Context: an optimization exercise on an open-source flow, tuned for small area, a short achievable clock period and few clock cycles per item. The choices shown serve that exercise and are no tape-out recipe.
RTL that was checked went through simulation tests only; none was proved equivalent to the original.
No activity file was given, so power comes from the tool's default toggle rates.

v6:
Design round_robin_time_slice_scheduler, start of the top module:
module round_robin_time_slice_scheduler #(
    parameter int MAX_TASKS = 8
) (
    input  logic        i_clk,
    input  logic        i_rst_n,
    input  logic        i_in_valid,
    output logic        o_in_ready,
    input  logic [1:0]  i_in_action,
    input  logic [2:0]  i_in_slot,
    input  logic [7:0]  i_in_burst,
    input  logic [15:0] i_in_arrival,
    output logic        o_out_valid,
    input  logic        i_out_ready,
    output logic [2:0]  o_out_ran_slot,
    output logic        o_out_idle,
    output logic        o_out_completed,
    output logic [15:0] o_out_completion_time,
    output logic        o_out_all_done,
    input  logic        psel,
    input  logic        penable,
    input  logic        pwrite,
    input  logic [2:0]  paddr,
    input  logic [31:0] pwdata,
    output logic [31:0] prdata,
    output logic        pready
);
Size: roughly 360 flip-flops, ~0.019 mm² of cells after synthesis.
export LEC_CHECK = 0
export CAP_MARGIN = 20
export CORE_MARGIN = 2
export CORE_UTILIZATION = 40
export SLEW_MARGIN = 20
create_clock -name core_clock -period 10.0 [get_ports {i_clk}]
standard.sh (not shown) runs the stock make flow with config.mk's settings and CLKGATE_MAP_FILE= SYNTH_SCRIPT=/design/flow/synth_recipe.tcl, a recipe that flattens the netlist after the stock synthesis.
==> flow/flow/run.sh <==
#!/bin/bash
set -euo pipefail
bash standard.sh SETUP_SLACK_MARGIN=7 finish > standard_flow.log 2>&1
v6 went all the way through synthesis, placement and routing and the layout is clean on timing, DRC and antenna.
Here is what was changed in the inputs of v7 compared with v6.
==> flow/flow/run.sh <==
#!/bin/bash
set -euo pipefail
bash standard.sh SETUP_SLACK_MARGIN=6 finish > standard_flow.log 2>&1
==> comparison <==
Side by side, final instance count without filler cells turned out lower in v7 than in v6. In the flow results for v7 and v6, the sequential share of layout area is smaller on v6. Between v7 and v6, the sum of overflow across all layers after global routing does not differ in any meaningful way. Compared with v6, routed wire length on met2 in v7 decreased by more than 10%. Taking v6 as the reference, in v7 multi-input combinational cell count went down by 9, minimum setup slack after placement up 300 ps.
No run of this note included a check of the RTL's function; only the layout flow was run.


06-23:
round_robin_time_slice_scheduler, a different RTL version from the one above (not shown whole).
Size in the first run: ~360 flip-flops, roughly 130 I/O pins, ~19000 um2 of cells after synthesis.
Settings: LEC_CHECK=0, ABC_AREA=1, CAP_MARGIN=20, CORE_MARGIN=2, CORE_UTILIZATION=55, CTS_CLUSTER_DIAMETER=80, CTS_CLUSTER_SIZE=20, SLEW_MARGIN=20, TNS_END_PERCENT=30; clock period 10.0 ns.
==> flow/flow/run.sh <==
#!/bin/bash
set -euo pipefail
bash standard.sh SETUP_SLACK_MARGIN=7 "BUFFER_PORTS_ARGS=-buffer_cell sky130_fd_sc_hd__buf_2" finish > standard_flow.log 2>&1
Testbench counts of 06-23, summed over its fixed seeds: cycles 6,637, items 6,509.
Edits applied to the flow inputs when going from 06-23 to 05-08:
- removing TNS_END_PERCENT (formerly 30)
==> flow/flow/run.sh <==
#!/bin/bash
set -euo pipefail
bash standard.sh SETUP_SLACK_MARGIN=7.2 "BUFFER_PORTS_ARGS=-buffer_cell sky130_fd_sc_hd__buf_2" finish > standard_flow.log 2>&1
==> notes.md <==
Delta (05-08 minus 06-23): worst hold slack saw a decrease; area taken by flip-flops and latches barely changed; met2 layer usage reported by global route now larger.
06-23 -> 05-08: area of the multi-input gates flat
When 05-08 is measured against 06-23, its fraction of power consumed by the clock network turns out 1.3 points lower.
Number of non-filler instances in the completed layout, 05-08 vs 06-23: up slightly
For 06-23, the critical path launch point was i_in_action[1], unlike 05-08, where it was u_dp.r_h_comp.
On arithmetic-cell share of the synthesized area counting full adders, half adders and majority gates, 05-08 tracks 06-23 almost exactly.
Clock latency of the later-clocked register in the worst-skew pair for 05-08: 0.02 ns down relative to 06-23


round_robin_time_slice_scheduler, a different RTL version from the one above (not shown whole).
For scale: about 370 flip-flops, about 130 I/O pins.
export LEC_CHECK = 0
export ABC_AREA = 1
export CAP_MARGIN = 20
export CORE_MARGIN = 2
export CORE_UTILIZATION = 70
export CTS_CLUSTER_DIAMETER = 80
export CTS_CLUSTER_SIZE = 20
export SLEW_MARGIN = 20
create_clock -name core_clock -period 10.0 [get_ports {i_clk}]
==> flow/flow/run.sh <==
#!/bin/bash
set -euo pipefail
bash standard.sh SETUP_SLACK_MARGIN=7 "BUFFER_PORTS_ARGS=-buffer_cell sky130_fd_sc_hd__buf_2" finish > standard_flow.log 2>&1
The baseline ran to the end with no violations.
Testbench counts at the start, summed over its fixed seeds: cycles 6,637, items 6,509.
Edit:
- CORE_UTILIZATION: 70 -> 55
- CTS_CLUSTER_DIAMETER: 80 -> 100
- CTS_CLUSTER_SIZE: 20 -> 25
Effect:
- setup slack improved by 120 ps
- routed wire length is higher by 1.6%
- first-iteration DRC count shrinks by 35%
- total power goes down by 2.1%
Edit:
- CORE_UTILIZATION: 55 -> 40
- CTS_CLUSTER_DIAMETER: 100 -> 80
- CTS_CLUSTER_SIZE: 25 -> 20
Result: Count of clock-buffer cells in the layout does not change. Register-to-register slack gets better by 30 ps. Routed wire length rises slightly. Non-clock buffer count goes up by 21. First-iteration DRC count rises slightly. Total power went up by a little under a tenth. Hold slack gains 14 ps. Sequential share of layout area drops by 1.3 points.
Edit:
- CORE_UTILIZATION: 40 -> 55
Outcome:
- maximum frequency climbs slightly
- final cell count drops by a few percent
- power drops by a few percent
- sequential power hardly moves
- via count drops slightly
- first-iteration DRC count drops by a few percent
- setup slack improves by 37 ps


round_robin_time_slice_scheduler with an RTL version that a note above also has.
Size in the first run: ~2000 cells after synthesis, ~360 flip-flops, roughly 0.019 sq mm of cells after synthesis.
## round_robin_time_slice_scheduler
module round_robin_time_slice_scheduler #(
    parameter int MAX_TASKS = 8
) (
    input  logic        i_clk,
    input  logic        i_rst_n,
    input  logic        i_in_valid,
    output logic        o_in_ready,
    input  logic [1:0]  i_in_action,
    input  logic [2:0]  i_in_slot,
    input  logic [7:0]  i_in_burst,
    input  logic [15:0] i_in_arrival,
    output logic        o_out_valid,
    input  logic        i_out_ready,
    output logic [2:0]  o_out_ran_slot,
    output logic        o_out_idle,
    output logic        o_out_completed,
    output logic [15:0] o_out_completion_time,
    output logic        o_out_all_done,
    input  logic        psel,
    input  logic        penable,
    input  logic        pwrite,
    input  logic [2:0]  paddr,
    input  logic [31:0] pwdata,
    output logic [31:0] prdata,
    output logic        pready
);
    logic [7:0] r_quantum;
    logic [3:0] r_task_count;
    logic [7:0] r_prdata;
    logic       r_pready;
    logic       cfg_wr;
    logic       acc, exec, head_en, head_from_sk, sk_en;
    assign pready = r_pready;
    assign prdata = {24'd0, r_prdata};
    assign cfg_wr = psel && penable && pwrite && r_pready;
    always_ff @(posedge i_clk) begin
        if (!i_rst_n) begin
            r_quantum    <= 8'd2;
            r_task_count <= 4'd8;
            r_pready     <= 1'b0;
        end else begin
            r_pready <= psel;
            if (cfg_wr) begin
                if (paddr[2]) r_task_count <= pwdata[3:0];
                else          r_quantum    <= pwdata[7:0];
            end
        end
    end
    always_ff @(posedge i_clk) begin
        r_prdata <= paddr[2] ? {4'd0, r_task_count} : r_quantum;
    end
    rrts_ctrl u_ctrl (
        .i_clk          (i_clk),
        .i_rst_n        (i_rst_n),
        .i_in_valid     (i_in_valid),
        .o_in_ready     (o_in_ready),
        .o_out_valid    (o_out_valid),
        .i_out_ready    (i_out_ready),
        .o_acc          (acc),
        .o_exec         (exec),
        .o_head_en      (head_en),
        .o_head_from_sk (head_from_sk),
        .o_sk_en        (sk_en)
    );
    rrts_dp u_dp (
        .i_clk          (i_clk),
        .i_rst_n        (i_rst_n),
        .i_acc          (acc),
        .i_exec         (exec),
        .i_action       (i_in_action),
        .i_slot         (i_in_slot),
  ...
clock: 10.0 ns
lec_check: 0
abc_area: 1
cap_margin: 20
core_margin: 2
core_utilization: 55
cts_cluster_diameter: 80
cts_cluster_size: 20
slew_margin: 20
Scripts as last shown in full above: flow/flow/run.sh
Testbench counts at the start, summed over its fixed seeds: cycles 6,637, items 6,509.
Edit:
TNS_END_PERCENT = 10   (was not set)
After rerunning: Global-route usage came out lower by 0.79 points; die area does not change; via count fell by about 1.1%; power increases by 0.50%; core utilization came out lower by 0.73 points; clock skew shrinks by 0.0044 ns; setup slack gets worse by 0.043 ns; sequential share of layout area rises by 0.35 points; synthesized area is unchanged.
Edit:
==> flow/flow/run.sh (replaced) <==
#!/bin/bash
set -euo pipefail
bash standard.sh SETUP_SLACK_MARGIN=6.85 "BUFFER_PORTS_ARGS=-buffer_cell sky130_fd_sc_hd__buf_2" finish > standard_flow.log 2>&1
TNS_END_PERCENT = not set   (was 10)
After rerunning: The changed run produced a clean layout. Utilization decreases by 1.1 points. Flip-flop and latch count is unchanged. Non-clock buffer count drops by 21. Clock skew increases by 0.010 ns. Area after synthesis is unchanged. Routed wire length goes up by 0.41%. Setup slack gets worse by 0.054 ns. Total power stays flat. Final cell count drops by 0.38%. Sequential power is about the same. Cell area falls by 1.7%.


round_robin_time_slice_scheduler, a different RTL version from the one above (not shown whole).
For scale: roughly 2000 cells after synthesis, about 130 I/O pins.
## round_robin_time_slice_scheduler
module round_robin_time_slice_scheduler #(
    parameter int MAX_TASKS = 8
) (
    input  logic        i_clk,
    input  logic        i_rst_n,
    input  logic        i_in_valid,
    output logic        o_in_ready,
    input  logic [1:0]  i_in_action,
    input  logic [2:0]  i_in_slot,
    input  logic [7:0]  i_in_burst,
    input  logic [15:0] i_in_arrival,
    output logic        o_out_valid,
    input  logic        i_out_ready,
    output logic [2:0]  o_out_ran_slot,
    output logic        o_out_idle,
    output logic        o_out_completed,
    output logic [15:0] o_out_completion_time,
    output logic        o_out_all_done,
    input  logic        psel,
    input  logic        penable,
    input  logic        pwrite,
    input  logic [2:0]  paddr,
    input  logic [31:0] pwdata,
    output logic [31:0] prdata,
    output logic        pready
);
    logic [7:0] r_quantum;
    logic [3:0] r_task_count;
    logic [7:0] r_prdata;
    logic       r_pready;
    logic       cfg_wr;
    logic       acc, exec, head_en, head_from_sk, sk_en;
    assign pready = r_pready;
    assign prdata = {24'd0, r_prdata};
    assign cfg_wr = psel && penable && pwrite && r_pready;
    always_ff @(posedge i_clk) begin
        if (!i_rst_n) begin
            r_quantum    <= 8'd2;
            r_task_count <= 4'd8;
            r_pready     <= 1'b0;
        end else begin
            r_pready <= psel;
            if (cfg_wr) begin
                if (paddr[2]) r_task_count <= pwdata[3:0];
                else          r_quantum    <= pwdata[7:0];
            end
        end
    end
    always_ff @(posedge i_clk) begin
        r_prdata <= paddr[2] ? {4'd0, r_task_count} : r_quantum;
    end
    rrts_ctrl u_ctrl (
        .i_clk          (i_clk),
        .i_rst_n        (i_rst_n),
        .i_in_valid     (i_in_valid),
        .o_in_ready     (o_in_ready),
        .o_out_valid    (o_out_valid),
        .i_out_ready    (i_out_ready),
        .o_acc          (acc),
        .o_exec         (exec),
        .o_head_en      (head_en),
        .o_head_from_sk (head_from_sk),
        .o_sk_en        (sk_en)
    );
    rrts_dp u_dp (
        .i_clk          (i_clk),
        .i_rst_n        (i_rst_n),
        .i_acc          (acc),
        .i_exec         (exec),
  ...
clock: 10.0 ns
lec_check: 0
abc_area: 1
cap_margin: 20
core_margin: 2
core_utilization: 55
cts_cluster_diameter: 80
cts_cluster_size: 20
slew_margin: 20
==> flow/flow/run.sh <==
#!/bin/bash
set -euo pipefail
bash standard.sh SETUP_SLACK_MARGIN=7 "BUFFER_PORTS_ARGS=-buffer_cell sky130_fd_sc_hd__buf_2" finish > standard_flow.log 2>&1
Next try:
--- a/flow/config.mk
+++ b/flow/config.mk
@@ -14,0 +15 @@
+export TNS_END_PERCENT = 10
Wire length went down by 1.5%.
Cell count barely changes.
Total power goes up by 2.1%.
Clock skew hardly moves.
Worst setup slack loses 0.016 ns.
Combinational power is lower by about 3%.
Hold slack stays flat.
Synthesized area stays the same.
Sequential share of layout area increases by 0.30 points.
No run of this note included a check of the RTL's function; only the layout flow was run.


round_robin_time_slice_scheduler, a different RTL version from the one above (not shown whole).
Size: roughly 130 I/O pins, ~19,000 µm² of cells after synthesis.
export LEC_CHECK = 0
export ABC_AREA = 1
export CAP_MARGIN = 20
export CORE_MARGIN = 2
export CORE_UTILIZATION = 60
export CTS_CLUSTER_DIAMETER = 80
export CTS_CLUSTER_SIZE = 20
export SLEW_MARGIN = 20
create_clock -name core_clock -period 10.0 [get_ports {i_clk}]
Scripts as last shown in full above: flow/flow/run.sh
Testbench counts at the start, summed over its fixed seeds: cycles 6,637, items 6,509.
Change:
--- a/flow/config.mk
+++ b/flow/config.mk
@@ -9,6 +9,7 @@
 export CAP_MARGIN = 20
 export CORE_MARGIN = 2
-export CORE_UTILIZATION = 60
+export CORE_UTILIZATION = 55
 export CTS_CLUSTER_DIAMETER = 80
 export CTS_CLUSTER_SIZE = 20
 export SLEW_MARGIN = 20
+export TNS_END_PERCENT = 10
Register-to-register slack improves by 0.04 ns; sequential cell count stays the same; die area increases by 8.9%; clock power stays flat; clock skew rises by 0.0066 ns.

-- re-timing with driven ports --
In the flow no input, the clock included, has a driving cell. The finished layouts below were timed again as built, in two steps. Step 1 assumes that a clkbuf_16 drives the clock port and a buf_2 every other input. Step 2 adds t to the input delays and takes it off the output delays; t is the mean of the earliest and latest rising clock arrival at the registers after step 1. Input paths then give back, and output paths get back, about the clock's delay inside the block. Slacks: ideal / step 1 / step 2; pairs: ideal / step 1.
run | t, ns | setup slack, ns | hold WS [ns] | worst setup path after step 2 | clock arrival spread, ns
v6 | 0.615 | 6.381 / 6.402 / 5.787 | 0.460 / 0.460 / 0.460 | input to register | 0.031 / 0.030
v7 | 0.608 | 6.085 / 6.106 / 5.498 | 0.493 / 0.493 / 0.493 | input to register | 0.019 / 0.020
06-23 | 0.617 | 6.856 / 6.828 / 6.252 | 0.407 / 0.407 / 0.407 | input to register | 0.042 / 0.042
05-08 | 0.611 | 6.876 / 6.821 / 6.347 | 0.393 / 0.393 / 0.393 | input to register | 0.019 / 0.019
the first run of note 3 | 0.605 | 6.793 / 6.826 / 6.221 | 0.429 / 0.429 / 0.429 | input to register | 0.028 / 0.028
the second run of note 3 | 0.585 | 6.910 / 6.861 / 6.338 | 0.429 / 0.429 / 0.429 | input to register | 0.031 / 0.031
the third run of note 3 | 0.624 | 6.839 / 6.802 / 6.246 | 0.443 / 0.443 / 0.443 | input to register | 0.022 / 0.022
the fourth run of note 3 | 0.615 | 6.876 / 6.853 / 6.295 | 0.430 / 0.430 / 0.430 | input to register | 0.022 / 0.023
the first run of note 4 | 0.625 | 6.882 / 6.826 / 6.320 | 0.413 / 0.413 / 0.413 | input to register | 0.031 / 0.031
the second run of note 4 | 0.611 | 6.839 / 6.788 / 6.247 | 0.404 / 0.404 / 0.404 | input to register | 0.027 / 0.027
the third run of note 4 | 0.603 | 6.784 / 6.795 / 6.192 | 0.414 / 0.414 / 0.414 | input to register | 0.037 / 0.037
the first run of note 5 | 0.601 | 6.842 / 6.857 / 6.273 | 0.434 / 0.434 / 0.434 | input to register | 0.023 / 0.023
the second run of note 5 | 0.598 | 6.826 / 6.771 / 6.347 | 0.436 / 0.436 / 0.436 | input to register | 0.022 / 0.022
the first run of note 6 | 0.603 | 6.902 / 6.881 / 6.294 | 0.433 / 0.433 / 0.433 | input to register | 0.021 / 0.022
the second run of note 6 | 0.599 | 6.812 / 6.757 / 6.269 | 0.423 / 0.423 / 0.423 | input to register | 0.029 / 0.029
After both steps setup and hold are still met in every run listed. The setup slack of the first run of note 6, which loses most, moves by -0.021 ns with the drivers and by -0.608 ns with both steps.
